From an optimization exercise on the open Yosys and OpenROAD flow, aimed at small area, a short achievable clock period and few clock cycles; shortcuts taken in it are not production practice. The RTL was checked by simulation tests, not by an equivalence proof against the original design. Power is estimated from default activity; no workload was simulated.

--- config.mk ---
export PLATFORM = sky130hd
export DESIGN_NAME = pagerank_top
export DESIGN_NICKNAME = pagerank_top
export VERILOG_FILES = /design/flow/design.v
export SDC_FILE = /design/flow/constraint.sdc
export NUM_CORES = 4
export LEC_CHECK = 0
export CAP_MARGIN = 20
export CORE_MARGIN = 2
export CORE_UTILIZATION = 40
export PLACE_DENSITY = 0.6
export SLEW_MARGIN = 20
--- design.v ---
`timescale 1ns/100ps
`default_nettype none
module pr_fifo #(
	parameter int WIDTH = 8,
	parameter int LOG_DEPTH = 2
) (
	input wire clk,
	input wire rst,
	input wire push,
	input wire [WIDTH-1:0] din,
	input wire pop,
	output logic [WIDTH-1:0] dout,
	output logic empty,
	output logic [LOG_DEPTH:0] count
);
	logic [WIDTH-1:0] mem [0:2**LOG_DEPTH-1];
	logic [LOG_DEPTH-1:0] wr_ptr;
	logic [LOG_DEPTH-1:0] rd_ptr;
	assign empty = (count == '0);
	assign dout = mem[rd_ptr];
	always_ff @(posedge clk) begin
		if (rst) begin
			wr_ptr <= '0;
			rd_ptr <= '0;
			count <= '0;
		end else begin
			if (push)
				wr_ptr <= wr_ptr + 1'b1;
			if (pop)
				rd_ptr <= rd_ptr + 1'b1;
			count <= count + (LOG_DEPTH+1)'(push) - (LOG_DEPTH+1)'(pop);
		end
	end
	always_ff @(posedge clk) begin
		if (push)
			mem[wr_ptr] <= din;
	end
endmodule
`default_nettype wire
`timescale 1ns/100ps
`default_nettype none
module pr_divider (
	input wire clk,
	input wire rst,
	input wire start,
	input wire [63:0] dividend,
	input wire [31:0] divisor,
	output logic ready,
	output logic done,
	input wire take,
	output logic [63:0] quotient
);
	localparam int W = 8;
	localparam int KS = 4;
	localparam int KL = 1;
	logic busy;
	logic narrow;
	logic [6:0] steps_left;
	logic [31:0] rem;
	logic [31:0] div_r;
	logic [4:0] lz;
	logic found;
	logic [63:0] norm;
	logic pass;
	logic start_narrow;
	logic [4:0] nibbles;
	logic [15:0] z4;
	logic [7:0] z8;
	logic [3:0] z16;
	logic z32;
	logic [63:0] n32;
	logic [63:0] n16;
	logic [63:0] n8;
	always_comb begin
		for (int i = 0; i < 16; i++)
			z4[i] = (dividend[i*4 +: 4] == 4'd0);
		for (int i = 0; i < 8; i++)
			z8[i] = z4[2*i] && z4[2*i+1];
		for (int i = 0; i < 4; i++)
			z16[i] = z8[2*i] && z8[2*i+1];
		z32 = z16[2] && z16[3];
		lz[4] = 1'b0;
		lz[3] = z32;
		n32 = z32 ? {dividend[31:0], 32'd0} : dividend;
		lz[2] = z32 ? z16[1] : z16[3];
		n16 = lz[2] ? {n32[47:0], 16'd0} : n32;
		lz[1] = z8[{~lz[3], ~lz[2], 1'b1}];
		n8 = lz[1] ? {n16[55:0], 8'd0} : n16;
		lz[0] = z4[{~lz[3], ~lz[2], ~lz[1], 1'b1}];
		norm = lz[0] ? {n8[59:0], 4'd0} : n8;
		found = !(z32 && z16[1] && z16[0]);
		pass = (divisor == '0) || !found;
		start_narrow = (divisor[31:W] == '0);
		nibbles = 5'd16 - lz;
	end
	logic [W+1:0] div3;
	logic [31:0] r_next;
	logic [63:0] q_next;
	always_comb begin
		logic [32:0] sh;
		logic [33:0] diff;
		logic [W-1:0] rs;
		logic [W+1:0] v;
		logic [W+2:0] t1;
		logic [W+2:0] t2;
		logic [W+2:0] t3;
		r_next = rem;
		q_next = quotient;
		sh = '0;
		diff = '0;
		rs = '0;
		v = '0;
		t1 = '0;
		t2 = '0;
		t3 = '0;
		if (narrow) begin
			rs = rem[W-1:0];
			for (int j = 0; j < KS / 2; j++) begin
				v = {rs, q_next[63:62]};
				t1 = {1'b0, v} - {3'b000, div_r[W-1:0]};
				t2 = {1'b0, v} - {2'b00, div_r[W-1:0], 1'b0};
				t3 = {1'b0, v} - {1'b0, div3};
				if (!t3[W+2]) begin
					rs = t3[W-1:0];
					q_next = {q_next[61:0], 2'd3};
				end else if (!t2[W+2]) begin
					rs = t2[W-1:0];
					q_next = {q_next[61:0], 2'd2};
				end else if (!t1[W+2]) begin
					rs = t1[W-1:0];
					q_next = {q_next[61:0], 2'd1};
				end else begin
					rs = v[W-1:0];
					q_next = {q_next[61:0], 2'd0};
				end
			end
			r_next = {{(32-W){1'b0}}, rs};
		end else begin
			for (int j = 0; j < KL; j++) begin
				sh = {r_next, q_next[63]};
				diff = {1'b0, sh} - {2'b00, div_r};
				r_next = diff[33] ? sh[31:0] : diff[31:0];
				q_next = {q_next[62:0], !diff[33]};
			end
		end
	end
	assign ready = !busy && (!done || take);
	always_ff @(posedge clk) begin
		if (rst) begin
			busy <= 1'b0;
			done <= 1'b0;
		end else begin
			if (take)
				done <= 1'b0;
			if (start) begin
				busy <= !pass;
				done <= pass;
			end else if (busy && steps_left == 7'd1) begin
				busy <= 1'b0;
				done <= 1'b1;
			end
		end
	end
	always_ff @(posedge clk) begin
		if (start) begin
			rem <= '0;
			div_r <= divisor;
			div3 <= {divisor[W-1:0], 1'b0} + {2'b00, divisor[W-1:0]};
			narrow <= start_narrow;
			quotient <= (divisor == '0) ? dividend : norm;
			steps_left <= start_narrow ? 7'((nibbles * 4 + KS - 1) / KS) : 7'((nibbles * 4 + KL - 1) / KL);
		end else if (busy) begin
			rem <= r_next;
			quotient <= q_next;
			steps_left <= steps_left - 1'b1;
		end
	end
endmodule
`default_nettype wire
`timescale 1ns/100ps
`default_nettype none
module pr_control (
	input wire clk,
	input wire rst,
	input wire softreg_req_valid,
	input wire softreg_req_is_write,
	input wire [31:0] softreg_req_addr,
	input wire [63:0] softreg_req_data,
	output logic softreg_resp_valid,
	output logic [63:0] softreg_resp_data,
	output logic rnd_start,
	output logic rnd_last,
	output logic [31:0] rnd_n_vertices,
	output logic [31:0] rnd_n_edges,
	output logic [63:0] rnd_vert_base,
	output logic [63:0] rnd_edge_base,
	output logic [63:0] rnd_rd_base,
	output logic [63:0] rnd_wr_base,
	input wire rnd_round_done
);
	localparam logic [2:0] IDLE = 3'd0;
	localparam logic [2:0] INIT = 3'd1;
	localparam logic [2:0] RUN = 3'd2;
	localparam logic [2:0] DONE = 3'd4;
	logic [2:0] state;
	logic [31:0] total_rounds;
	logic [31:0] done_rounds;
	logic [31:0] done_rounds_inc;
	logic reg_wr;
	logic start_wr;
	assign reg_wr = softreg_req_valid && softreg_req_is_write;
	assign start_wr = reg_wr && (softreg_req_addr == 32'h38);
	assign done_rounds_inc = done_rounds + 1'b1;
	always_ff @(posedge clk) begin
		if (reg_wr) begin
			case (softreg_req_addr)
				32'h00: rnd_n_vertices <= softreg_req_data[31:0];
				32'h08: rnd_n_edges <= softreg_req_data[31:0];
				32'h10: rnd_vert_base <= softreg_req_data;
				32'h18: rnd_edge_base <= softreg_req_data;
				32'h20: rnd_rd_base <= softreg_req_data;
				32'h28: rnd_wr_base <= softreg_req_data;
				32'h30: total_rounds <= softreg_req_data[31:0];
				default: ;
			endcase
		end
		if (rnd_round_done) begin
			rnd_rd_base <= rnd_wr_base;
			rnd_wr_base <= rnd_rd_base;
		end
	end
	always_ff @(posedge clk) begin
		if (rst) begin
			state <= IDLE;
			rnd_start <= 1'b0;
			done_rounds <= '0;
		end else begin
			rnd_start <= 1'b0;
			case (state)
				INIT, RUN: begin
					if (rnd_round_done) begin
						done_rounds <= done_rounds_inc;
						state <= rnd_last ? DONE : RUN;
						rnd_last <= (done_rounds + 32'd2 >= total_rounds);
					end
				end
				default: begin
					if (start_wr) begin
						state <= INIT;
						rnd_start <= 1'b1;
						done_rounds <= '0;
						rnd_last <= (total_rounds <= 32'd1);
					end
				end
			endcase
		end
	end
	always_ff @(posedge clk) begin
		if (rst)
			softreg_resp_valid <= 1'b0;
		else
			softreg_resp_valid <= softreg_req_valid && !softreg_req_is_write;
	end
	always_ff @(posedge clk) begin
		case (softreg_req_addr)
			32'h00: softreg_resp_data <= {32'd0, rnd_n_vertices};
			32'h08: softreg_resp_data <= {32'd0, rnd_n_edges};
			32'h10: softreg_resp_data <= rnd_vert_base;
			32'h18: softreg_resp_data <= rnd_edge_base;
			32'h20: softreg_resp_data <= rnd_rd_base;
			32'h28: softreg_resp_data <= rnd_wr_base;
			32'h30: softreg_resp_data <= {32'd0, total_rounds};
			32'h40: softreg_resp_data <= {61'd0, state};
			32'h48: softreg_resp_data <= {32'd0, done_rounds};
			default: softreg_resp_data <= '0;
		endcase
	end
endmodule
`default_nettype wire
`timescale 1ns/100ps
`default_nettype none
module pr_mem_reader (
	input wire clk,
	input wire rst,
	output logic [63:0] m_araddr,
	output logic [2:0] m_arprot,
	output logic m_arvalid,
	input wire m_arready,
	input wire [63:0] m_rdata,
	input wire [1:0] m_rresp,
	input wire m_rvalid,
	output logic m_rready,
	input wire rnd_start,
	input wire rnd_last,
	input wire rnd_round_done,
	input wire [31:0] rnd_n_vertices,
	input wire [31:0] rnd_n_edges,
	input wire [63:0] rnd_vert_base,
	input wire [63:0] rnd_edge_base,
	input wire [63:0] rnd_rd_base,
	input wire [63:0] rnd_wr_base,
	input wire [7-1:0] wr_acked,
	output logic vert_valid,
	input wire vert_ready,
	output logic vert_first,
	output logic [10-1:0] vert_in_deg,
	output logic [31:0] vert_out_deg,
	output logic score_valid,
	input wire score_ready,
	output logic [63:0] score_data
);
	localparam int VW = 7;
	localparam int EW = 10;
	localparam int VQ = 2;
	localparam int EQ = 3;
	localparam int TQ = 3;
	localparam logic [1:0] TAG_VERT = 2'd0;
	localparam logic [1:0] TAG_EDGE = 2'd1;
	localparam logic [1:0] TAG_SCORE = 2'd2;
	logic active;
	logic first;
	logic ahead;
	logic [VW-1:0] vert_cnt;
	logic [EW-1:0] edge_cnt;
	logic [EW-1:0] edge_credit;
	logic [EW-1:0] deg_new;
	logic [EW-1:0] credit_sum;
	logic [VQ:0] vert_used;
	logic [EQ:0] edge_used;
	logic round_issued;
	logic next_round;
	logic slot_free;
	logic src_ready;
	logic can_score;
	logic can_edge;
	logic can_vert;
	logic issue;
	logic issue_score;
	logic issue_edge;
	logic issue_vert;
	logic [63:0] addr_vert;
	logic [63:0] addr_edge;
	logic [63:0] addr_score;
	logic [1:0] tag_head;
	logic tag_empty;
	logic [TQ:0] tag_count;
	logic rd_take;
	logic vert_push;
	logic vert_push_first;
	logic edge_push;
	logic edge_empty;
	logic [5:0] edge_head;
	logic vq_empty;
	logic [VQ:0] vq_count;
	logic [EQ:0] eq_count;
	assign m_arprot = 3'b000;
	assign round_issued = (vert_cnt == rnd_n_vertices[VW-1:0])
		&& (first || ((edge_cnt == rnd_n_edges[EW-1:0]) && (edge_used == '0)));
	assign next_round = active && round_issued && !ahead;
	assign slot_free = !m_arvalid || m_arready;
	assign src_ready = !ahead || ({1'b0, edge_head} < wr_acked);
	assign can_score = !edge_empty && src_ready;
	assign can_edge = !first && (edge_cnt != rnd_n_edges[EW-1:0])
		&& (edge_credit != '0) && !edge_used[EQ];
	assign can_vert = (vert_cnt != rnd_n_vertices[VW-1:0]) && !vert_used[VQ];
	assign issue = slot_free && active && !tag_count[TQ]
		&& (can_score || can_edge || can_vert);
	assign issue_score = issue && can_score;
	assign issue_edge = issue && !can_score && can_edge;
	assign issue_vert = issue && !can_score && !can_edge;
	assign addr_vert = rnd_vert_base + {54'd0, vert_cnt, 3'b000};
	assign addr_edge = rnd_edge_base + {51'd0, edge_cnt, 3'b000};
	assign addr_score = (ahead ? rnd_wr_base : rnd_rd_base) + {55'd0, edge_head, 3'b000};
	always_ff @(posedge clk) begin
		if (rst) begin
			m_arvalid <= 1'b0;
		end else if (slot_free) begin
			m_arvalid <= issue;
		end
	end
	always_ff @(posedge clk) begin
		if (issue)
			m_araddr <= can_score ? addr_score : can_edge ? addr_edge : addr_vert;
	end
	always_ff @(posedge clk) begin
		if (rst) begin
			active <= 1'b0;
			first <= 1'b0;
			ahead <= 1'b0;
		end else if (rnd_start) begin
			active <= 1'b1;
			first <= 1'b1;
			ahead <= 1'b0;
		end else begin
			if (next_round) begin
				if (rnd_last)
					active <= 1'b0;
				first <= 1'b0;
				ahead <= !rnd_round_done;
			end else if (rnd_round_done) begin
				ahead <= 1'b0;
			end
		end
	end
	always_ff @(posedge clk) begin
		if (rst || rnd_start || next_round) begin
			vert_cnt <= '0;
			edge_cnt <= '0;
		end else begin
			if (issue_vert)
				vert_cnt <= vert_cnt + 1'b1;
			if (issue_edge)
				edge_cnt <= edge_cnt + 1'b1;
		end
		if (rst || rnd_start) begin
			edge_credit <= '0;
			deg_new <= '0;
		end else begin
			edge_credit <= issue_edge ? credit_sum - 1'b1 : credit_sum;
			deg_new <= (vert_push && !vert_push_first) ? m_rdata[32+EW-1:32] : '0;
		end
	end
	always_ff @(posedge clk) begin
		if (rst) begin
			vert_used <= '0;
			edge_used <= '0;
		end else begin
			vert_used <= vert_used + (VQ+1)'(issue_vert) - (VQ+1)'(vert_valid && vert_ready);
			edge_used <= edge_used + (EQ+1)'(issue_edge) - (EQ+1)'(issue_score);
		end
	end
	assign credit_sum = edge_credit + deg_new;
	assign m_rready = tag_empty || (tag_head != TAG_SCORE) || score_ready;
	assign rd_take = m_rvalid && m_rready;
	assign vert_push = rd_take && (tag_head == TAG_VERT);
	assign edge_push = rd_take && (tag_head == TAG_EDGE);
	assign score_valid = m_rvalid && !tag_empty && (tag_head == TAG_SCORE);
	assign score_data = m_rdata;
	logic [2:0] tag_in;
	logic [2:0] tag_out;
	assign tag_in = {issue_vert && first, issue_score ? TAG_SCORE : issue_edge ? TAG_EDGE : TAG_VERT};
	assign tag_head = tag_out[1:0];
	assign vert_push_first = tag_out[2];
	pr_fifo #(.WIDTH(3), .LOG_DEPTH(TQ)) u_tag_fifo (
		.clk(clk),
		.rst(rst),
		.push(issue),
		.din(tag_in),
		.pop(rd_take),
		.dout(tag_out),
		.empty(tag_empty),
		.count(tag_count)
	);
	pr_fifo #(.WIDTH(1 + EW + 32), .LOG_DEPTH(VQ)) u_vert_fifo (
		.clk(clk),
		.rst(rst),
		.push(vert_push),
		.din({vert_push_first, m_rdata[32+EW-1:32], m_rdata[31:0]}),
		.pop(vert_valid && vert_ready),
		.dout({vert_first, vert_in_deg, vert_out_deg}),
		.empty(vq_empty),
		.count(vq_count)
	);
	assign vert_valid = !vq_empty;
	pr_fifo #(.WIDTH(6), .LOG_DEPTH(EQ)) u_edge_fifo (
		.clk(clk),
		.rst(rst),
		.push(edge_push),
		.din(m_rdata[5:0]),
		.pop(issue_score),
		.dout(edge_head),
		.empty(edge_empty),
		.count(eq_count)
	);
endmodule
`default_nettype wire
`timescale 1ns/100ps
`default_nettype none
module pr_vertex_engine (
	input wire clk,
	input wire rst,
	input wire rnd_start,
	input wire [31:0] rnd_n_vertices,
	input wire vert_valid,
	output logic vert_ready,
	input wire vert_first,
	input wire [10-1:0] vert_in_deg,
	input wire [31:0] vert_out_deg,
	input wire score_valid,
	output logic score_ready,
	input wire [63:0] score_data,
	output logic res_valid,
	input wire res_ready,
	output logic [63:0] res_data
);
	localparam int EW = 10;
	logic cur_valid;
	logic cur_first;
	logic [EW-1:0] deg_left;
	logic [31:0] out_deg;
	logic [63:0] sum;
	logic [16:0] init_val;
	logic init_busy;
	logic init_pend;
	logic div_start;
	logic div_ready;
	logic [63:0] div_dividend;
	logic [31:0] div_divisor;
	logic div_done;
	logic div_take;
	logic [63:0] div_quot;
	logic handoff;
	logic load;
	logic term_first;
	logic term_more;
	logic add;
	logic [EW-1:0] deg_base;
	logic [63:0] term;
	logic [63:0] sum_add;
	logic deg_zero;
	assign handoff = cur_valid && deg_zero && div_ready && !(init_busy && !init_pend);
	assign vert_ready = !cur_valid || handoff;
	assign load = vert_ready && vert_valid;
	assign term_first = load ? vert_first : cur_first;
	assign term_more = load ? (vert_in_deg != '0) : (cur_valid && !deg_zero);
	assign score_ready = term_more && !term_first;
	assign add = term_more && (term_first ? !init_busy : score_valid);
	assign deg_base = load ? vert_in_deg : deg_left;
	assign term = term_first ? {47'd0, init_val} : score_data;
	assign sum_add = sum + (cur_first ? {47'd0, init_val} : score_data);
	always_ff @(posedge clk) begin
		if (rst) begin
			cur_valid <= 1'b0;
			init_busy <= 1'b0;
			init_pend <= 1'b0;
		end else if (rnd_start) begin
			cur_valid <= 1'b1;
			init_busy <= 1'b1;
			init_pend <= 1'b1;
		end else begin
			if (vert_ready)
				cur_valid <= vert_valid;
			if (handoff)
				init_pend <= 1'b0;
			if (div_done)
				init_busy <= 1'b0;
		end
	end
	always_ff @(posedge clk) begin
		if (rnd_start) begin
			cur_first <= 1'b0;
			out_deg <= rnd_n_vertices;
			deg_left <= '0;
			deg_zero <= 1'b1;
			sum <= 64'h10000;
		end else begin
			if (load) begin
				cur_first <= vert_first;
				out_deg <= vert_out_deg;
			end
			if (load || add) begin
				deg_left <= deg_base - EW'(add);
				deg_zero <= (deg_base == EW'(add));
			end
			if (load)
				sum <= add ? term : 64'd0;
			else if (add)
				sum <= sum_add;
		end
		if (div_done && init_busy)
			init_val <= div_quot[16:0];
	end
	assign div_start = handoff;
	assign div_dividend = sum;
	assign div_divisor = out_deg;
	assign res_valid = div_done && !init_busy;
	assign res_data = div_quot;
	assign div_take = init_busy || res_ready;
	pr_divider u_divider (
		.clk(clk),
		.rst(rst),
		.start(div_start),
		.dividend(div_dividend),
		.divisor(div_divisor),
		.ready(div_ready),
		.done(div_done),
		.take(div_take),
		.quotient(div_quot)
	);
endmodule
`default_nettype wire
`timescale 1ns/100ps
`default_nettype none
module pr_writeback (
	input wire clk,
	input wire rst,
	output logic [63:0] m_awaddr,
	output logic [2:0] m_awprot,
	output logic m_awvalid,
	input wire m_awready,
	output logic [63:0] m_wdata,
	output logic [7:0] m_wstrb,
	output logic m_wvalid,
	input wire m_wready,
	input wire [1:0] m_bresp,
	input wire m_bvalid,
	output logic m_bready,
	input wire rnd_start,
	input wire [31:0] rnd_n_vertices,
	input wire [63:0] rnd_rd_base,
	input wire [63:0] rnd_wr_base,
	output logic rnd_round_done,
	output logic [7-1:0] wr_acked,
	input wire res_valid,
	output logic res_ready,
	input wire [63:0] res_data
);
	localparam int VW = 7;
	logic [VW-1:0] idx;
	logic idx_last;
	logic ack_last;
	logic ahead;
	logic put;
	assign m_awprot = 3'b000;
	assign m_wstrb = 8'hff;
	assign m_bready = 1'b1;
	assign res_ready = !m_awvalid && !m_wvalid && !(ahead && idx_last);
	assign put = res_valid && res_ready;
	assign rnd_round_done = m_bvalid && ack_last;
	always_ff @(posedge clk) begin
		if (rst) begin
			m_awvalid <= 1'b0;
			m_wvalid <= 1'b0;
		end else begin
			if (m_awready)
				m_awvalid <= 1'b0;
			if (m_wready)
				m_wvalid <= 1'b0;
			if (put) begin
				m_awvalid <= 1'b1;
				m_wvalid <= 1'b1;
			end
		end
	end
	always_ff @(posedge clk) begin
		if (rst || rnd_start) begin
			idx <= '0;
			idx_last <= (rnd_n_vertices[VW-1:0] == VW'(1));
			wr_acked <= '0;
			ack_last <= (rnd_n_vertices[VW-1:0] == VW'(1));
			ahead <= 1'b0;
		end else begin
			if (put) begin
				idx <= idx_last ? '0 : idx + 1'b1;
				idx_last <= idx_last ? (rnd_n_vertices[VW-1:0] == VW'(1))
					: (idx + VW'(2) == rnd_n_vertices[VW-1:0]);
			end
			if (rnd_round_done) begin
				wr_acked <= '0;
				ack_last <= (rnd_n_vertices[VW-1:0] == VW'(1));
			end else if (m_bvalid) begin
				wr_acked <= wr_acked + 1'b1;
				ack_last <= (wr_acked + VW'(2) == rnd_n_vertices[VW-1:0]);
			end
			if (put && idx_last)
				ahead <= 1'b1;
			else if (rnd_round_done)
				ahead <= 1'b0;
		end
	end
	always_ff @(posedge clk) begin
		if (put) begin
			m_awaddr <= (ahead ? rnd_rd_base : rnd_wr_base) + {54'd0, idx, 3'b000};
			m_wdata <= res_data;
		end
	end
endmodule
`default_nettype wire
`timescale 1ns/100ps
`default_nettype none
module pagerank_top (
	input wire clk,
	input wire rst,
	output logic [63:0] m_araddr,
	output logic [2:0] m_arprot,
	output logic m_arvalid,
	input wire m_arready,
	input wire [63:0] m_rdata,
	input wire [1:0] m_rresp,
	input wire m_rvalid,
	output logic m_rready,
	output logic [63:0] m_awaddr,
	output logic [2:0] m_awprot,
	output logic m_awvalid,
	input wire m_awready,
	output logic [63:0] m_wdata,
	output logic [7:0] m_wstrb,
	output logic m_wvalid,
	input wire m_wready,
	input wire [1:0] m_bresp,
	input wire m_bvalid,
	output logic m_bready,
	input wire softreg_req_valid,
	input wire softreg_req_is_write,
	input wire [31:0] softreg_req_addr,
	input wire [63:0] softreg_req_data,
	output logic softreg_resp_valid,
	output logic [63:0] softreg_resp_data
);
	logic vert_valid;
	logic vert_ready;
	logic [10-1:0] vert_in_deg;
	logic [31:0] vert_out_deg;
	logic score_valid;
	logic score_ready;
	logic [63:0] score_data;
	logic res_valid;
	logic res_ready;
	logic [63:0] res_data;
	logic rnd_start;
	logic rnd_last;
	logic [7-1:0] wr_acked;
	logic vert_first;
	logic [31:0] rnd_n_vertices;
	logic [31:0] rnd_n_edges;
	logic [63:0] rnd_vert_base;
	logic [63:0] rnd_edge_base;
	logic [63:0] rnd_rd_base;
	logic [63:0] rnd_wr_base;
	logic rnd_round_done;
	pr_control u_control (
		.clk(clk),
		.rst(rst),
		.softreg_req_valid(softreg_req_valid),
		.softreg_req_is_write(softreg_req_is_write),
		.softreg_req_addr(softreg_req_addr),
		.softreg_req_data(softreg_req_data),
		.softreg_resp_valid(softreg_resp_valid),
		.softreg_resp_data(softreg_resp_data),
		.rnd_start(rnd_start),
		.rnd_last(rnd_last),
		.rnd_n_vertices(rnd_n_vertices),
		.rnd_n_edges(rnd_n_edges),
		.rnd_vert_base(rnd_vert_base),
		.rnd_edge_base(rnd_edge_base),
		.rnd_rd_base(rnd_rd_base),
		.rnd_wr_base(rnd_wr_base),
		.rnd_round_done(rnd_round_done)
	);
	pr_mem_reader u_mem_reader (
		.clk(clk),
		.rst(rst),
		.m_araddr(m_araddr),
		.m_arprot(m_arprot),
		.m_arvalid(m_arvalid),
		.m_arready(m_arready),
		.m_rdata(m_rdata),
		.m_rresp(m_rresp),
		.m_rvalid(m_rvalid),
		.m_rready(m_rready),
		.rnd_start(rnd_start),
		.rnd_last(rnd_last),
		.rnd_round_done(rnd_round_done),
		.rnd_n_vertices(rnd_n_vertices),
		.rnd_n_edges(rnd_n_edges),
		.rnd_vert_base(rnd_vert_base),
		.rnd_edge_base(rnd_edge_base),
		.rnd_rd_base(rnd_rd_base),
		.rnd_wr_base(rnd_wr_base),
		.wr_acked(wr_acked),
		.vert_valid(vert_valid),
		.vert_ready(vert_ready),
		.vert_first(vert_first),
		.vert_in_deg(vert_in_deg),
		.vert_out_deg(vert_out_deg),
		.score_valid(score_valid),
		.score_ready(score_ready),
		.score_data(score_data)
	);
	pr_vertex_engine u_vertex_engine (
		.clk(clk),
		.rst(rst),
		.rnd_start(rnd_start),
		.rnd_n_vertices(rnd_n_vertices),
		.vert_valid(vert_valid),
		.vert_ready(vert_ready),
		.vert_first(vert_first),
		.vert_in_deg(vert_in_deg),
		.vert_out_deg(vert_out_deg),
		.score_valid(score_valid),
		.score_ready(score_ready),
		.score_data(score_data),
		.res_valid(res_valid),
		.res_ready(res_ready),
		.res_data(res_data)
	);
	pr_writeback u_writeback (
		.clk(clk),
		.rst(rst),
		.m_awaddr(m_awaddr),
		.m_awprot(m_awprot),
		.m_awvalid(m_awvalid),
		.m_awready(m_awready),
		.m_wdata(m_wdata),
		.m_wstrb(m_wstrb),
		.m_wvalid(m_wvalid),
		.m_wready(m_wready),
		.m_bresp(m_bresp),
		.m_bvalid(m_bvalid),
		.m_bready(m_bready),
		.rnd_start(rnd_start),
		.rnd_n_vertices(rnd_n_vertices),
		.rnd_rd_base(rnd_rd_base),
		.rnd_wr_base(rnd_wr_base),
		.rnd_round_done(rnd_round_done),
		.wr_acked(wr_acked),
		.res_valid(res_valid),
		.res_ready(res_ready),
		.res_data(res_data)
	);
endmodule
`default_nettype wire
--- run.sh ---
#!/bin/bash
# synth_recipe.tcl (not shown) runs the flow's synth.tcl, then flattens the netlist and writes it again
# the make line also repeats each setting of config.mk as NAME=value (left out here)
make -C /OpenROAD-flow-scripts/flow DESIGN_CONFIG=/design/flow/config.mk WORK_HOME=/design/flow/orfs CLKGATE_MAP_FILE= SYNTH_SCRIPT=/design/flow/synth_recipe.tcl finish
--- constraint.sdc ---
create_clock -name core_clock -period 7.0 [get_ports {clk}]
set_input_delay 1.4000 -clock core_clock [delete_from_list [all_inputs] [get_ports {clk}]]
set_output_delay 1.4000 -clock core_clock [all_outputs]
set_load 0.01 [all_outputs]
==> impl_metrics.yaml, run 1 <==
place:
  dp_hpwl_mm: 168
  placed_area_um2: 76800
  place_congestion: 0.921
  port_buffers: 429
  pre_cts_slack_ps: 1090
min_path:
  min_path_cells: 0
  worstHoldStart: "u_vertex_engine.out_deg[19]"
  hold_path.class: "flop to flop"
  hold_end: "u_vertex_engine.u_divider.div_r[19]"
setup_path:
  r2r_slack_ps: 1050
  cp.required_ps: 5600
  critPathLaunchType: "flop"
  worst_setup_path_end_kind: "output port"
  worstReg2RegEnd: "u_vertex_engine.u_divider.rem[2]"
  reg2regPathDepth: 19
  crit_arrival_ps: 4610
  critical_path_class: "flop to output port"
  worst_r2r_startpoint: "u_vertex_engine.u_divider.div_r[1]"
  path_max_fanout: 48
synth:
  synth_simple_gate_area_share_pct: 15.0
  yosysTopAreaCell: "edfxtp_1"
  synth-edff-count: 953
  yosysTopAreaCellShare_pct: 40.7
  synth-compound-area-share_pct: 13.7
  yosysMostFrequentCell: "edfxtp_1"
  synth-seq-area-share_pct: 49.7
  synth_area_um2: 70300
  synthFlopType: "edfxtp_1"
  synth.distinct_cells: 109
  synth_area_leaders: "edfxtp_1 41%, dfxtp_1 8.9%, ha_1 4.8%, nand2_1 4.7%, mux2i_1 3.4%"
  synth-xor-area-share_pct: 5.99
  synth.area.mux_share_pct: 6.80
  synth_top_family_by_area: "simple AND/OR/NAND/NOR gates"
  async_flop_share_pct: 0
  synth.avg_cell_area_um2: 10.4
  ys_top_cells_by_count: "953 x edfxtp_1, 886 x nand2_1, 501 x nor2_1"
  synthCells: 6765
  synthAdderAreaFrac_pct: 5.27
  ys_seq_elements: 1267
  yosysWarnings: 8
floorplan:
  die_area_um2: 179000
  fp.coreArea_um2: 174000
  die_w_um: 423
  die_h_um: 423
  pin_count: 449
  initial_core_util_pct: 40.3
  num_rows: 153
routing:
  drtIter0Drc: 6002
  ant_nets: 0
  drcViolationCount: 0
  dr_total_vias: 55700
  drt-total-wl_mm: 234
  dr.pass1.iters: 9
  routedWlPerCell_um: 24.5
  vias_per_cell: 5.85
timing:
  fin_worst_skew_ps: 60.0
  finalCriticalPeriod_ps: 6010
  setup_violations: 0
  slew_headroom_pct: 19.0
  hold_slack_ps: 426
  slew_violations: 0
  timing.fmax_mhz: 166
  tns_ps: 0
  rsz0062_at_grt: "no"
  worst_slew_pin_slew_ps: 1220
  finalCritPeriodShare_pct: 85.8
  layout_setup_ws_ps: 992
  hold_viol: 0
clocking:
  cts_buffers: 142
  cts_tree: "built"
  cts_resized: 0
  clkLatencyLatePin_ps: 820
  clockBufferDepth: 3
  ctsHoldBuffers: 0
  clockRootBuffer: "clkbuf_16"
  clkSinkCount: 1267
  clk_pin_slew_ps: 60
  ctsHtreeMaxLevel: 4
  postCtsSetupBuffers: 0
grt:
  antenna_found_initial: 30
  grt_pass1_wl_mm: 343
  grt_pass1_vias: 52700
  track_usage_pct: 25.3
  grt_max_degree: 85
  grt_overflow: 0
layout:
  drive_gt1_share_pct: 8.36
  utilization_pct: 46.9
  final_cell_area_um2: 81600
  nets: 7524
  area_growth_pct: 16.2
power_and_ir_drop:
  p_per_area_nw_per_um2: 307
  p_leak_nw: 29.7
  ir_drop_v: 0.000308
status:
  status: "timing/DRC/antenna clean"
run:
  drv_cap: 0
==> critical path: stages (launching register included) <==
cell	delay [ps]
dfxtp_4	540
a211oi_2	450
o221ai_1	270
a21o_2	280
inv_2	60
buf_4	540
a21oi_1	150
o21ai_0	790
clkdlybuf4s50_1	690
==> cells by family after synthesis <==
kind of cell             Yosys count
AND/OR/NAND/NOR                 2255
AO/OA/AOI/OAI                   1459
flip-flops                      1267
buffers and inverters            626
XOR/XNOR                         481
multiplexers                     390
adder cells (fa/ha/maj)          285
other                              2
==> cells in the final DEF, fill, tap and decap left out, types with 50 or more instances in the layout <==
master / count
a211oi_1: 57
a21o_1: 85
a21oi_1: 408
a222oi_1: 94
a22oi_1: 81
a31oi_1: 54
and3_1: 58
buf_4: 109
clkbuf_16: 144
clkdlybuf4s50_1: 428
dfxtp_1: 308
edfxtp_1: 953
ha_1: 267
inv_1: 225
mux2_2: 90
mux2i_1: 238
mux4_2: 61
nand2_1: 882
nand3_1: 213
nand4_1: 71
nor2_1: 490
nor2b_1: 109
nor3_1: 92
nor4_1: 50
o211ai_1: 52
o21ai_0: 312
o22ai_1: 66
xnor2_1: 249
xor2_1: 232
==> how the worst max path moves through the flow <==
stage          cells after the start                                from                           endpoint
5_1_grt                           19  u_vertex_engine.u_divider.div_r[1]   u_vertex_engine.u_divider.rem[2]
4_1_cts                            8                   u_writeback.ahead                           m_rready
3_3_place_gp                      18                          m_rdata[0]            u_vertex_engine.sum[60]
2_1_floorplan                     14                                flop  u_mem_reader.u_tag_fifo.mem[4][0]
3_5_place_dp                      19  u_vertex_engine.u_divider.div_r[1]   u_vertex_engine.u_divider.rem[2]
6_report                           8                   u_writeback.ahead                           m_rready
==> layer usage <==
| metal | GRT usage (%) | wire length, µm |
|---|---|---|
| met3 | 4.41 | 18700 |
| met5 | 0 | 102 |
| met2 | 40.2 | 108000 |
| met1 | 33.6 | 96600 |
| met4 | 11.5 | 10700 |
==> registers in the layout (all words and copies together), names as in the netlist, 48 cells and up, named ones only <==
| name | count |
|---|---|
| u_vertex_engine.u_divider.quotient | 64 |
| u_control.rnd_rd_base | 64 |
| u_control.rnd_wr_base | 64 |
| u_control.rnd_edge_base | 64 |
| u_mem_reader.u_vert_fifo.mem | 172 |
| u_mem_reader.u_edge_fifo.mem | 48 |
| u_writeback.m_awaddr | 64 |
| u_control.rnd_vert_base | 64 |
| u_control.softreg_resp_data | 64 |
| u_vertex_engine.sum | 64 |
| u_writeback.m_wdata | 64 |
| u_mem_reader.m_araddr | 64 |
==> per-stage QoR <==
stage | power [W] | instances
2_1_floorplan | 0.0152 | 6778
3_3_place_gp | 0.0174 | 9247
3_5_place_dp | 0.0175 | 9247
4_1_cts | 0.0251 | 9512
5_1_grt | 0.0263 | 9524
6_report | 0.0251 | 9532
==> report_power, final <==
| group | internal, W | switching (W) | total, W |
|---|---|---|---|
| Combinational | 0.00312 | 0.00499 | 0.00811 |
| Clock | 0.00430 | 0.00329 | 0.00760 |
| Sequential | 0.00867 | 0.000711 | 0.00938 |
==> area by class of cell <==
| cell class | count | area [µm²] |
|---|---|---|
| diodes | 20 | 50.0 |
| clock buffers | 194 | 3940 |
| clock inverters | 71 | 778 |
| fillers | 16100 | 92600 |
| inverters | 233 | 887 |
| multi-input cells | 4885 | 33000 |
| flip-flops and latches | 1267 | 34900 |
| well taps | 2325 | 2910 |
| repair buffers | 537 | 5100 |
Testbench counts, summed over its fixed seeds: cycles 22,446.
==> run 2, diff against run 1 <==
--- a/design.v
+++ b/design.v
@@ -51,13 +51,8 @@
 	output logic [63:0] quotient
 );
 	localparam int W = 8;
-	localparam int KS = 4;
+	localparam int KS = 2;
 	localparam int KL = 1;
-	logic busy;
-	logic narrow;
-	logic [6:0] steps_left;
-	logic [31:0] rem;
-	logic [31:0] div_r;
 	logic [4:0] lz;
 	logic found;
 	logic [63:0] norm;
@@ -93,6 +88,75 @@
 		start_narrow = (divisor[31:W] == '0);
 		nibbles = 5'd16 - lz;
 	end
+	localparam int NU = 2;
+	logic [1:0] put_sel;
+	logic [1:0] get_sel;
+	logic [NU-1:0] u_start;
+	logic [NU-1:0] u_ready;
+	logic [NU-1:0] u_done;
+	logic [NU-1:0] u_take;
+	logic [63:0] u_quot [0:NU-1];
+	logic [6:0] steps;
+	assign steps = start_narrow ? 7'((nibbles * 4 + KS - 1) / KS) : 7'((nibbles * 4 + KL - 1) / KL);
+	always_comb begin
+		for (int i = 0; i < NU; i++) begin
+			u_take[i] = take && (get_sel == 2'(i));
+			u_start[i] = start && (put_sel == 2'(i));
+		end
+	end
+	assign ready = u_ready[put_sel];
+	assign done = u_done[get_sel];
+	assign quotient = u_quot[get_sel];
+	always_ff @(posedge clk) begin
+		if (rst) begin
+			put_sel <= '0;
+			get_sel <= '0;
+		end else begin
+			if (start)
+				put_sel <= (put_sel == 2'(NU - 1)) ? 2'd0 : put_sel + 1'b1;
+			if (take && done)
+				get_sel <= (get_sel == 2'(NU - 1)) ? 2'd0 : get_sel + 1'b1;
+		end
+	end
+	for (genvar i = 0; i < NU; i++) begin : g_unit
+		pr_div_unit u_unit (
+			.clk(clk),
+			.rst(rst),
+			.start(u_start[i]),
+			.load((divisor == '0) ? dividend : norm),
+			.divisor(divisor),
+			.pass(pass),
+			.start_narrow(start_narrow),
+			.steps(steps),
+			.ready(u_ready[i]),
+			.done(u_done[i]),
+			.take(u_take[i]),
+			.quotient(u_quot[i])
+		);
+	end
+endmodule
+module pr_div_unit (
+	input wire clk,
+	input wire rst,
+	input wire start,
+	input wire [63:0] load,
+	input wire [31:0] divisor,
+	input wire pass,
+	input wire start_narrow,
+	input wire [6:0] steps,
+	output logic ready,
+	output logic done,
+	input wire take,
+	output logic [63:0] quotient
+);
+	localparam int W = 8;
+	localparam int KS = 2;
+	localparam int KL = 1;
+	logic busy;
+	logic narrow;
+	logic [6:0] steps_left;
+	logic [31:0] rem;
+	logic [31:0] div_r;
 	logic [W+1:0] div3;
 	logic [31:0] r_next;
 	logic [63:0] q_next;
@@ -167,8 +231,8 @@
 			div_r <= divisor;
 			div3 <= {divisor[W-1:0], 1'b0} + {2'b00, divisor[W-1:0]};
 			narrow <= start_narrow;
-			quotient <= (divisor == '0) ? dividend : norm;
-			steps_left <= start_narrow ? 7'((nibbles * 4 + KS - 1) / KS) : 7'((nibbles * 4 + KL - 1) / KL);
+			quotient <= load;
+			steps_left <= steps;
 		end else if (busy) begin
 			rem <= r_next;
 			quotient <= q_next;
@@ -207,6 +271,7 @@
 	logic [31:0] done_rounds;
 	logic [31:0] done_rounds_inc;
 	logic reg_wr;
+	logic [3:0] rd_sel;
 	logic start_wr;
 	assign reg_wr = softreg_req_valid && softreg_req_is_write;
 	assign start_wr = reg_wr && (softreg_req_addr == 32'h38);
@@ -263,16 +328,30 @@
 	end
 	always_ff @(posedge clk) begin
 		case (softreg_req_addr)
-			32'h00: softreg_resp_data <= {32'd0, rnd_n_vertices};
-			32'h08: softreg_resp_data <= {32'd0, rnd_n_edges};
-			32'h10: softreg_resp_data <= rnd_vert_base;
-			32'h18: softreg_resp_data <= rnd_edge_base;
-			32'h20: softreg_resp_data <= rnd_rd_base;
-			32'h28: softreg_resp_data <= rnd_wr_base;
-			32'h30: softreg_resp_data <= {32'd0, total_rounds};
-			32'h40: softreg_resp_data <= {61'd0, state};
-			32'h48: softreg_resp_data <= {32'd0, done_rounds};
-			default: softreg_resp_data <= '0;
+			32'h00: rd_sel <= 4'd0;
+			32'h08: rd_sel <= 4'd1;
+			32'h10: rd_sel <= 4'd2;
+			32'h18: rd_sel <= 4'd3;
+			32'h20: rd_sel <= 4'd4;
+			32'h28: rd_sel <= 4'd5;
+			32'h30: rd_sel <= 4'd6;
+			32'h40: rd_sel <= 4'd8;
+			32'h48: rd_sel <= 4'd9;
+			default: rd_sel <= 4'd15;
+		endcase
+	end
+	always_comb begin
+		case (rd_sel)
+			4'd0: softreg_resp_data = {32'd0, rnd_n_vertices};
+			4'd1: softreg_resp_data = {32'd0, rnd_n_edges};
+			4'd2: softreg_resp_data = rnd_vert_base;
+			4'd3: softreg_resp_data = rnd_edge_base;
+			4'd4: softreg_resp_data = rnd_rd_base;
+			4'd5: softreg_resp_data = rnd_wr_base;
+			4'd6: softreg_resp_data = {32'd0, total_rounds};
+			4'd8: softreg_resp_data = {61'd0, state};
+			4'd9: softreg_resp_data = {32'd0, done_rounds};
+			default: softreg_resp_data = '0;
 		endcase
 	end
 endmodule
@@ -490,7 +569,7 @@
 	output logic score_ready,
 	input wire [63:0] score_data,
 	output logic res_valid,
-	input wire res_ready,
+	input wire res_take,
 	output logic [63:0] res_data
 );
 	localparam int EW = 10;
@@ -575,7 +654,7 @@
 	assign div_divisor = out_deg;
 	assign res_valid = div_done && !init_busy;
 	assign res_data = div_quot;
-	assign div_take = init_busy || res_ready;
+	assign div_take = init_busy || res_take;
 	pr_divider u_divider (
 		.clk(clk),
 		.rst(rst),
@@ -612,7 +691,7 @@
 	output logic rnd_round_done,
 	output logic [7-1:0] wr_acked,
 	input wire res_valid,
-	output logic res_ready,
+	output logic res_take,
 	input wire [63:0] res_data
 );
 	localparam int VW = 7;
@@ -624,8 +703,8 @@
 	assign m_awprot = 3'b000;
 	assign m_wstrb = 8'hff;
 	assign m_bready = 1'b1;
-	assign res_ready = !m_awvalid && !m_wvalid && !(ahead && idx_last);
-	assign put = res_valid && res_ready;
+	assign put = res_valid && !m_awvalid && !m_wvalid && !(ahead && idx_last);
+	assign res_take = put;
 	assign rnd_round_done = m_bvalid && ack_last;
 	always_ff @(posedge clk) begin
 		if (rst) begin
@@ -715,7 +794,7 @@
 	logic score_ready;
 	logic [63:0] score_data;
 	logic res_valid;
-	logic res_ready;
+	logic res_take;
 	logic [63:0] res_data;
 	logic rnd_start;
 	logic rnd_last;
@@ -791,7 +870,7 @@
 		.score_ready(score_ready),
 		.score_data(score_data),
 		.res_valid(res_valid),
-		.res_ready(res_ready),
+		.res_take(res_take),
 		.res_data(res_data)
 	);
 	pr_writeback u_writeback (
@@ -815,7 +894,7 @@
 		.rnd_round_done(rnd_round_done),
 		.wr_acked(wr_acked),
 		.res_valid(res_valid),
-		.res_ready(res_ready),
+		.res_take(res_take),
 		.res_data(res_data)
 	);
 endmodule
==> run 2 against run 1 <==
Net effect: clock-buffer cell count down 2; critical path type unchanged; clock power increased by 6.7%; still clean; cell count rose by 11%; non-clock buffer count rose by 46; sequential cell count grew 91.
==> impl_metrics.yaml, run 2 <==
clocking:
  clockBufferDepth: 3
  ctsHtreeMaxLevel: 4
  clkSinkCount: 1358
  cts_tree: "built"
  ctsHoldBuffers: 0
  clockRootBuffer: "clkbuf_16"
  clkLatencyLatePin_ps: 830
  cts_resized: 0
  postCtsSetupBuffers: 0
  clk_pin_slew_ps: 60
  cts_buffers: 153
setup_path:
  reg2regPathDepth: 13
  critPathBufInv: 3
  worstReg2RegEnd: "u_mem_reader.m_araddr[34]"
  critPathLaunchType: "flop"
  cp_slowest_cell: "clkdlybuf4s50_1"
  critical_path_class: "flop to output port"
  path_max_fanout: 18
  r2r_slack_ps: 1780
  crit_arrival_ps: 4330
  cpLargestDelayFamily: "compound AO/OA/AOI/OAI gates"
  cp.required_ps: 5600
  crit_chain: "a211oi_1, buf_4, o2111a_1, o21ai_0, a21o_2, o22ai_1, a21boi_0, inv_1, clkdlybuf4s50_1"
  worst_setup_path_end_kind: "output port"
  critPathMaxStageDelay_ps: 650
routing:
  routedWlPerCell_um: 25.5
  drcViolationCount: 0
  dr_total_vias: 62400
  drtIter0Drc: 6224
  vias_per_cell: 5.89
  drt-total-wl_mm: 270
  dr.pass1.iters: 6
  ant_nets: 0
grt:
  antenna_found_initial: 33
  busiest_layer: "met2"
  grt_overflow: 0
  grt_max_degree: 186
  grt_pass1_wl_mm: 392
  grtUsageMet1_pct: 35.0
  track_usage_pct: 26.3
  grt_pass1_vias: 59800
  met3_usage_pct: 4.29
  groute.layer.met2.usage_pct: 41.8
synth:
  ys_top_cells_by_count: "1066 x edfxtp_1, 967 x nand2_1, 496 x nor2_1"
  yosysWarnings: 10
  synthCells: 7597
  synth_area_leaders: "edfxtp_1 41%, dfxtp_1 7.5%, ha_1 4.7%, nand2_1 4.7%, mux2i_1 3.8%"
  synth-seq-area-share_pct: 48.5
  synth-edff-count: 1066
  ys_seq_elements: 1358
  yosysMostFrequentCell: "edfxtp_1"
  synth.avg_cell_area_um2: 10.3
  synth_area_um2: 78100
  async_flop_share_pct: 0
  synth.distinct_cells: 98
  yosysTopAreaCell: "edfxtp_1"
  yosysTopAreaCellShare_pct: 41.0
  synthFlopType: "edfxtp_1"
power_and_ir_drop:
  p_per_area_nw_per_um2: 284
  p_leak_nw: 32.9
  p_sw_w: 0.00907
  power.share.switching_pct: 35.4
  finalPower_w: 0.0256
  ir_drop_v: 0.000327
  seqPwrFrac_pct: 38.5
  p_clk_share_pct: 31.6
  p_comb_share_pct: 29.9
  intPower_w: 0.0166
timing:
  finalCriticalPeriod_ps: 5730
  fin_worst_skew_ps: 48.7
  slew_headroom_pct: 24.4
  finalCritPeriodShare_pct: 81.9
  timing.fmax_mhz: 174
  hold_slack_ps: 481
  slew_violations: 0
  setup_violations: 0
  worst_slew_pin_slew_ps: 1120
  tns_ps: 0
  hold_viol: 0
  rsz0062_at_grt: "no"
min_path:
  min_path_cells: 2
  hold_end: "u_vertex_engine.deg_left[8]"
  worstHoldStart: "u_vertex_engine.deg_left[8]"
  hold_path.class: "flop to flop"
floorplan:
  pin_count: 449
  die_h_um: 446
  die_area_um2: 199000
  die_w_um: 446
  initial_core_util_pct: 40.2
  num_rows: 162
  fp.coreArea_um2: 194000
run:
  drv_cap: 0
layout:
  area_growth_pct: 15.6
  nets: 8375
  drive_gt1_share_pct: 9.16
  top_regs: "u_mem_reader.u_vert_fifo.mem x172, u_vertex_engine.u_divider.g_unit.u_unit.quotient x128"
  largest-register: "u_mem_reader.u_vert_fifo.mem"
  largest_register_ffs: 172
  final_common_cell: "edfxtp_1"
  most-common-layout-cells: "1066 x edfxtp_1, 964 x nand2_1, 486 x nor2_1"
place:
  place_congestion: 0.945
  port_buffers: 429
  dp_hpwl_mm: 196
status:
  status: "timing/DRC/antenna clean"
[run 2: how the worst max path moves through the flow]
stage	start	to	depth (start not counted)
final	u_writeback.idx_last	m_rready	9
after global routing	u_writeback.idx_last	m_rready	9
after CTS	u_writeback.idx_last	m_rready	9
after detailed placement	m_rdata[4]	u_vertex_engine.sum[56]	13
after global placement	m_rdata[4]	u_vertex_engine.sum[60]	13
after floorplan	flop	u_mem_reader.u_tag_fifo.count[3]	19
[run 2: logic make-up (layout without fill, tap and decap cells)]
kind of cell,after synthesis,after routing,synth area share [%]
other,2,30,0.00962
xor gates and xnor gates,498,498,5.59
muxes,522,522,7.93
buffers and inverters,747,1158,3.76
DFF,1358,1358,48.5
AOI/OAI and AO/OA,1726,1726,14.4
and+or+nand+nor,2434,2434,14.7
adders and majority gates,310,310,5.14
[run 2: metal layers]
layer	up-vias	share of wire [%]
li1	28500	-
met1	30600	42
met2	2703	46
met3	564	7.9
met4	28	4.7
met5	-	0.069
[run 2: through the flow]
step / setup WS, ps / std cells / util, % / area [µm²]
after floorplan: 799 / 7610 / - / 78100
after global placement: 1120 / 10300 / 43.8 / 85200
after detailed placement: 1040 / 10300 / 43.8 / 85200
after CTS: 1130 / 10600 / 46.4 / 90200
after global routing: 932 / 10600 / 46.4 / 90200
final: 1270 / 10600 / 46.4 / 90200
[run 2: area by class of cell]
type / count / area [µm²]
antenna: 15 / 37.5
clock buffer: 192 / 4120
clock inverter: 92 / 875
fill: 17900 / 104000
inverter: 291 / 1100
multi-input combinational: 5505 / 37500
sequential: 1358 / 37900
tap: 2542 / 3180
timing repair buffer: 583 / 5500
[run 2: worst register-to-register path: cells and delay by family, from the launching register on]
kind | cells | cell delay (ps)
AND/OR/NAND/NOR | 2 | 220
buffers and inverters | 3 | 1300
AO/OA/AOI/OAI | 5 | 1140
multiplexers | 2 | 960
flip-flops | 1 | 860
adder cells (fa/ha/maj) | 1 | 310
[run 2: power groups by stage]
| stage | clock network, W | registers (W) | logic, W |
|---|---|---|---|
| finish | 0.00811 | 0.00986 | 0.00766 |
| global route | 0.00853 | 0.00987 | 0.00830 |
| CTS | 0.00824 | 0.00983 | 0.00759 |
| detailed placement | 0 | 0.0100 | 0.00754 |
| global placement | 0 | 0.0100 | 0.00745 |
| floorplan | 0 | 0.00966 | 0.00523 |
Testbench counts of run 2, summed over its fixed seeds: cycles 22,177.
==> run 3, diff against run 2 <==
--- a/design.v
+++ b/design.v
@@ -2,7 +2,8 @@
 `default_nettype none
 module pr_fifo #(
 	parameter int WIDTH = 8,
-	parameter int LOG_DEPTH = 2
+	parameter int LOG_DEPTH = 2,
+	parameter int SHIFT = 0
 ) (
 	input wire clk,
 	input wire rst,
@@ -13,27 +14,48 @@
 	output logic empty,
 	output logic [LOG_DEPTH:0] count
 );
-	logic [WIDTH-1:0] mem [0:2**LOG_DEPTH-1];
-	logic [LOG_DEPTH-1:0] wr_ptr;
-	logic [LOG_DEPTH-1:0] rd_ptr;
+	localparam int DEPTH = 2**LOG_DEPTH;
+	logic [WIDTH-1:0] mem [0:DEPTH-1];
 	assign empty = (count == '0);
-	assign dout = mem[rd_ptr];
 	always_ff @(posedge clk) begin
-		if (rst) begin
-			wr_ptr <= '0;
-			rd_ptr <= '0;
+		if (rst)
 			count <= '0;
-		end else begin
-			if (push)
-				wr_ptr <= wr_ptr + 1'b1;
-			if (pop)
-				rd_ptr <= rd_ptr + 1'b1;
+		else
 			count <= count + (LOG_DEPTH+1)'(push) - (LOG_DEPTH+1)'(pop);
-		end
 	end
-	always_ff @(posedge clk) begin
-		if (push)
-			mem[wr_ptr] <= din;
+	if (SHIFT != 0) begin : g_shift
+		assign dout = mem[0];
+		always_ff @(posedge clk) begin
+			for (int i = 0; i < DEPTH; i++) begin
+				if (pop) begin
+					if (push && (count == (LOG_DEPTH+1)'(i + 1)))
+						mem[i] <= din;
+					else if (i < DEPTH - 1)
+						mem[i] <= mem[i+1];
+				end else if (push && (count == (LOG_DEPTH+1)'(i))) begin
+					mem[i] <= din;
+				end
+			end
+		end
+	end else begin : g_ring
+		logic [LOG_DEPTH-1:0] wr_ptr;
+		logic [LOG_DEPTH-1:0] rd_ptr;
+		assign dout = mem[rd_ptr];
+		always_ff @(posedge clk) begin
+			if (rst) begin
+				wr_ptr <= '0;
+				rd_ptr <= '0;
+			end else begin
+				if (push)
+					wr_ptr <= wr_ptr + 1'b1;
+				if (pop)
+					rd_ptr <= rd_ptr + 1'b1;
+			end
+		end
+		always_ff @(posedge clk) begin
+			if (push)
+				mem[wr_ptr] <= din;
+		end
 	end
 endmodule
 `default_nettype wire
@@ -271,7 +293,6 @@
 	logic [31:0] done_rounds;
 	logic [31:0] done_rounds_inc;
 	logic reg_wr;
-	logic [3:0] rd_sel;
 	logic start_wr;
 	assign reg_wr = softreg_req_valid && softreg_req_is_write;
 	assign start_wr = reg_wr && (softreg_req_addr == 32'h38);
@@ -328,30 +349,16 @@
 	end
 	always_ff @(posedge clk) begin
 		case (softreg_req_addr)
-			32'h00: rd_sel <= 4'd0;
-			32'h08: rd_sel <= 4'd1;
-			32'h10: rd_sel <= 4'd2;
-			32'h18: rd_sel <= 4'd3;
-			32'h20: rd_sel <= 4'd4;
-			32'h28: rd_sel <= 4'd5;
-			32'h30: rd_sel <= 4'd6;
-			32'h40: rd_sel <= 4'd8;
-			32'h48: rd_sel <= 4'd9;
-			default: rd_sel <= 4'd15;
-		endcase
-	end
-	always_comb begin
-		case (rd_sel)
-			4'd0: softreg_resp_data = {32'd0, rnd_n_vertices};
-			4'd1: softreg_resp_data = {32'd0, rnd_n_edges};
-			4'd2: softreg_resp_data = rnd_vert_base;
-			4'd3: softreg_resp_data = rnd_edge_base;
-			4'd4: softreg_resp_data = rnd_rd_base;
-			4'd5: softreg_resp_data = rnd_wr_base;
-			4'd6: softreg_resp_data = {32'd0, total_rounds};
-			4'd8: softreg_resp_data = {61'd0, state};
-			4'd9: softreg_resp_data = {32'd0, done_rounds};
-			default: softreg_resp_data = '0;
+			32'h00: softreg_resp_data <= {32'd0, rnd_n_vertices};
+			32'h08: softreg_resp_data <= {32'd0, rnd_n_edges};
+			32'h10: softreg_resp_data <= rnd_vert_base;
+			32'h18: softreg_resp_data <= rnd_edge_base;
+			32'h20: softreg_resp_data <= rnd_rd_base;
+			32'h28: softreg_resp_data <= rnd_wr_base;
+			32'h30: softreg_resp_data <= {32'd0, total_rounds};
+			32'h40: softreg_resp_data <= {61'd0, state};
+			32'h48: softreg_resp_data <= {32'd0, done_rounds};
+			default: softreg_resp_data <= '0;
 		endcase
 	end
 endmodule
@@ -509,18 +516,34 @@
 		end
 	end
 	assign credit_sum = edge_credit + deg_new;
-	assign m_rready = tag_empty || (tag_head != TAG_SCORE) || score_ready;
+	logic skid_valid;
+	logic [63:0] skid_data;
+	logic head_score;
+	assign head_score = m_rvalid && !tag_empty && (tag_head == TAG_SCORE);
+	assign m_rready = tag_empty || (tag_head != TAG_SCORE) || !skid_valid;
 	assign rd_take = m_rvalid && m_rready;
 	assign vert_push = rd_take && (tag_head == TAG_VERT);
 	assign edge_push = rd_take && (tag_head == TAG_EDGE);
-	assign score_valid = m_rvalid && !tag_empty && (tag_head == TAG_SCORE);
-	assign score_data = m_rdata;
+	assign score_valid = skid_valid || head_score;
+	assign score_data = skid_valid ? skid_data : m_rdata;
+	always_ff @(posedge clk) begin
+		if (rst)
+			skid_valid <= 1'b0;
+		else if (skid_valid)
+			skid_valid <= !score_ready;
+		else
+			skid_valid <= head_score && !score_ready;
+	end
+	always_ff @(posedge clk) begin
+		if (!skid_valid)
+			skid_data <= m_rdata;
+	end
 	logic [2:0] tag_in;
 	logic [2:0] tag_out;
 	assign tag_in = {issue_vert && first, issue_score ? TAG_SCORE : issue_edge ? TAG_EDGE : TAG_VERT};
 	assign tag_head = tag_out[1:0];
 	assign vert_push_first = tag_out[2];
-	pr_fifo #(.WIDTH(3), .LOG_DEPTH(TQ)) u_tag_fifo (
+	pr_fifo #(.WIDTH(3), .LOG_DEPTH(TQ), .SHIFT(1)) u_tag_fifo (
 		.clk(clk),
 		.rst(rst),
 		.push(issue),
@@ -541,7 +564,7 @@
 		.count(vq_count)
 	);
 	assign vert_valid = !vq_empty;
-	pr_fifo #(.WIDTH(6), .LOG_DEPTH(EQ)) u_edge_fifo (
+	pr_fifo #(.WIDTH(6), .LOG_DEPTH(EQ), .SHIFT(1)) u_edge_fifo (
 		.clk(clk),
 		.rst(rst),
 		.push(edge_push),
==> run 3 against run 2 <==
Net effect: maximum frequency grew 8.4%; first-iteration DRC count up 4.6%; worst hold slack got worse by 12 ps; synthesized cell count rose by 4.3%; total power is 18% higher; critical path depth grew 7; sequential cell count is 107 higher; combinational power rose by 32%.
==> impl_metrics.yaml, run 3 <==
floorplan:
  num_rows: 164
  initial_core_util_pct: 40.3
  die_w_um: 453
  die_area_um2: 205000
  fp.coreArea_um2: 200000
  die_h_um: 453
  pin_count: 449
place:
  port_buffers: 429
  dp_hpwl_mm: 192
  place_congestion: 0.937
setup_path:
  critPathMaxStageDelay_ps: 830
  crit_chain: "mux2_2, ha_1, inv_1, fa_1, nor2b_1, o21ai_0, a21boi_0, o21ai_0, a2111o_1, buf_4, nor4_4, nand3_1, nor4_1, xnor2_1, nor2_1, a211oi_1"
  critical_path_class: "flop to flop"
  crit_top_cell: "o21ai_0"
  crit_arrival_ps: 5940
  cpLargestDelayFamily: "simple AND/OR/NAND/NOR gates"
  critPathBufInv: 2
  critPathLaunchType: "flop"
  worst_setup_path_end_kind: "flop"
  cp.required_ps: 7650
  path_max_fanout: 43
  r2r_slack_ps: 1710
  cp_slowest_cell: "dfxtp_4"
power_and_ir_drop:
  intPower_w: 0.0192
  p_leak_nw: 34.8
  ir_drop_v: 0.000244
  p_clk_share_pct: 29.8
  seqPwrFrac_pct: 37.0
  p_sw_w: 0.0111
  power.share.switching_pct: 36.7
  p_per_area_nw_per_um2: 325
  p_comb_share_pct: 33.2
grt:
  grt_pass1_vias: 62000
  antenna_found_initial: 31
  grt_max_degree: 188
  grt_pass1_wl_mm: 395
  track_usage_pct: 25.2
  grt_overflow: 0
synth:
  synth-edff-count: 1012
  synthFlopType: "edfxtp_1"
  synth_area_leaders: "edfxtp_1 38%, dfxtp_1 11%, nand2_1 4.5%, ha_1 4.5%, mux2i_1 3.6%"
  async_flop_share_pct: 0
  yosysWarnings: 12
  synthCells: 7925
  synth.avg_cell_area_um2: 10.2
  synth_area_um2: 80700
  ys_seq_elements: 1465
  synth.distinct_cells: 99
  synth-seq-area-share_pct: 48.9
  yosysTopAreaCellShare_pct: 37.7
  ys_top_cells_by_count: "1012 x edfxtp_1, 977 x nand2_1, 638 x nor2_1"
  yosysTopAreaCell: "edfxtp_1"
  yosysMostFrequentCell: "edfxtp_1"
timing:
  finalCritPeriodShare_pct: 75.6
  hold_viol: 0
  rsz0062_at_grt: "no"
  slew_headroom_pct: 18.1
  worst_slew_pin_slew_ps: 1220
  finalCriticalPeriod_ps: 5290
  setup_violations: 0
  tns_ps: 0
  timing.fmax_mhz: 189
  slew_violations: 0
  fin_worst_skew_ps: 66.3
layout:
  fillers: 18500
  nets: 8713
  drive_gt1_share_pct: 9.06
  multi_input_area_um2: 38400
  top_regs: "u_mem_reader.u_vert_fifo.mem x172, u_vertex_engine.u_divider.g_unit.u_unit.quotient x128"
  final-seq-area_um2: 39500
  most-common-layout-cells: "1012 x edfxtp_1, 973 x nand2_1, 631 x nor2_1"
  final_common_cell: "edfxtp_1"
  largest_register_ffs: 172
  utilization_pct: 46.8
  area_growth_pct: 15.9
  largest-register: "u_mem_reader.u_vert_fifo.mem"
routing:
  routedWlPerCell_um: 24.1
  drcViolationCount: 0
  dr_total_vias: 64300
  drt-total-wl_mm: 267
  drtIter0Drc: 6510
  vias_per_cell: 5.82
  dr.pass1.iters: 7
  ant_nets: 0
clocking:
  clkLatencyLatePin_ps: 850
  clockRootBuffer: "clkbuf_16"
  clk_pin_slew_ps: 60
  clockBufferDepth: 3
  postCtsSetupBuffers: 0
  cts_buffers: 165
  cts_tree: "built"
  clkSinkCount: 1465
  ctsHoldBuffers: 0
  ctsHtreeMaxLevel: 4
  cts_resized: 0
status:
  status: "timing/DRC/antenna clean"
min_path:
  hold_path.class: "flop to flop"
run:
  drv_cap: 0
## run 3: worst paths after layout
path,start,end,cells after the start
setup reg to reg,u_mem_reader.ahead,u_mem_reader.m_araddr[63],16
hold / removal,u_control.rnd_n_edges[13],u_control.softreg_resp_data[13],2
setup / recovery,u_mem_reader.ahead,u_mem_reader.m_araddr[63],16
hold reg to reg,u_control.rnd_n_edges[13],u_control.softreg_resp_data[13],2
## run 3: worst register-to-register path: stages (launching register included)
cell and delay (ps):
dfxtp_4 830, mux2_2 310, ha_1 170, inv_1 60, fa_1 410, nor2b_1 140, o21ai_0 120, a21boi_0 320
o21ai_0 250, a2111o_1 460, buf_4 210, nor4_4 420, nand3_1 450, nor4_1 500, xnor2_1 180, nor2_1 50
a211oi_1 250
## run 3: logic make-up after synthesis
family / after synthesis / share of synthesized area [%]
buffers and inverters: 769 / 3.81
adder cells (fa/ha/maj): 311 / 4.99
AND/OR/NAND/NOR: 2546 / 14.7
AO/OA/AOI/OAI: 1823 / 15.0
XOR/XNOR: 511 / 5.55
other: 2 / 0.00931
flip-flops: 1465 / 48.9
multiplexers: 498 / 7.10
## run 3: cell type report
type	count	share of cell area (%)
repair buffers	573	5.80
inverters	320	1.29
multi-input cells	5704	41.1
flip-flops and latches	1465	42.2
diodes	17	0.0455
clock buffers	204	4.76
clock inverters	103	1.29
well taps	2656	3.55
## run 3: routing by layer
layer  global-route usage (%)  share of wire [%]  vias to the layer above  wire, µm
li1                         -                  -                    29600         -
met1                     33.2                 41                    31500    110000
met4                     11.0                4.5                        8     12000
met3                     4.00                7.5                      569     19900
met2                     41.1                 47                     2651    124000
met5                        0              0.023                        -        61
## run 3: power by group through the flow
stage / clock (W) / sequential, W / combinational (W)
after floorplan: 0 / 0.0109 / 0.00702
after global routing: 0.00953 / 0.0113 / 0.0110
final: 0.00907 / 0.0112 / 0.0101
after global placement: 0 / 0.0114 / 0.00980
after CTS: 0.00921 / 0.0112 / 0.00998
after detailed placement: 0 / 0.0114 / 0.00993
## run 3: through the flow
stage,instances,hold WS (ps),worst slack (ps),total power [W],instance area [µm²]
2_1_floorplan,7938,429,713,0.0180,80700
4_1_cts,11000,467,1860,0.0304,93500
3_3_place_gp,10700,448,1050,0.0212,87800
5_1_grt,11000,493,1530,0.0319,93500
6_report,11000,468,1710,0.0304,93500
3_5_place_dp,10700,455,1050,0.0213,87800
Testbench counts of run 3, summed over its fixed seeds: cycles 22,100.

what the ideal ports hide:
Ports are ideal in the flow. The routed layouts listed here were re-timed in OpenROAD. Step 1, drivers: a clkbuf_16 drives clk and a buf_2 each remaining input, both assumed. Step 2, shift: input delay + t, output delay - t, t = (earliest + latest rising clock arrival at the registers) / 2. This alone moves slack from input paths to output paths. Slacks: no drivers / after step 1 / after step 2; pairs: no drivers / after step 1.
run	t (ns)	setup slack, ns	worst setup path after step 2	pins driven straight from the clock port
run 1	0.881	0.992 / 0.904 / 1.051	register to register	1
run 2	0.897	1.266 / 1.174 / 0.942	input to register	1
run 3	0.901	1.709 / 1.709 / 0.903	input to register	1
After both steps every run listed still meets setup and hold. The setup slack of run 3, which loses most, moves by 0.000 ns with the drivers and by -0.806 ns with both steps.
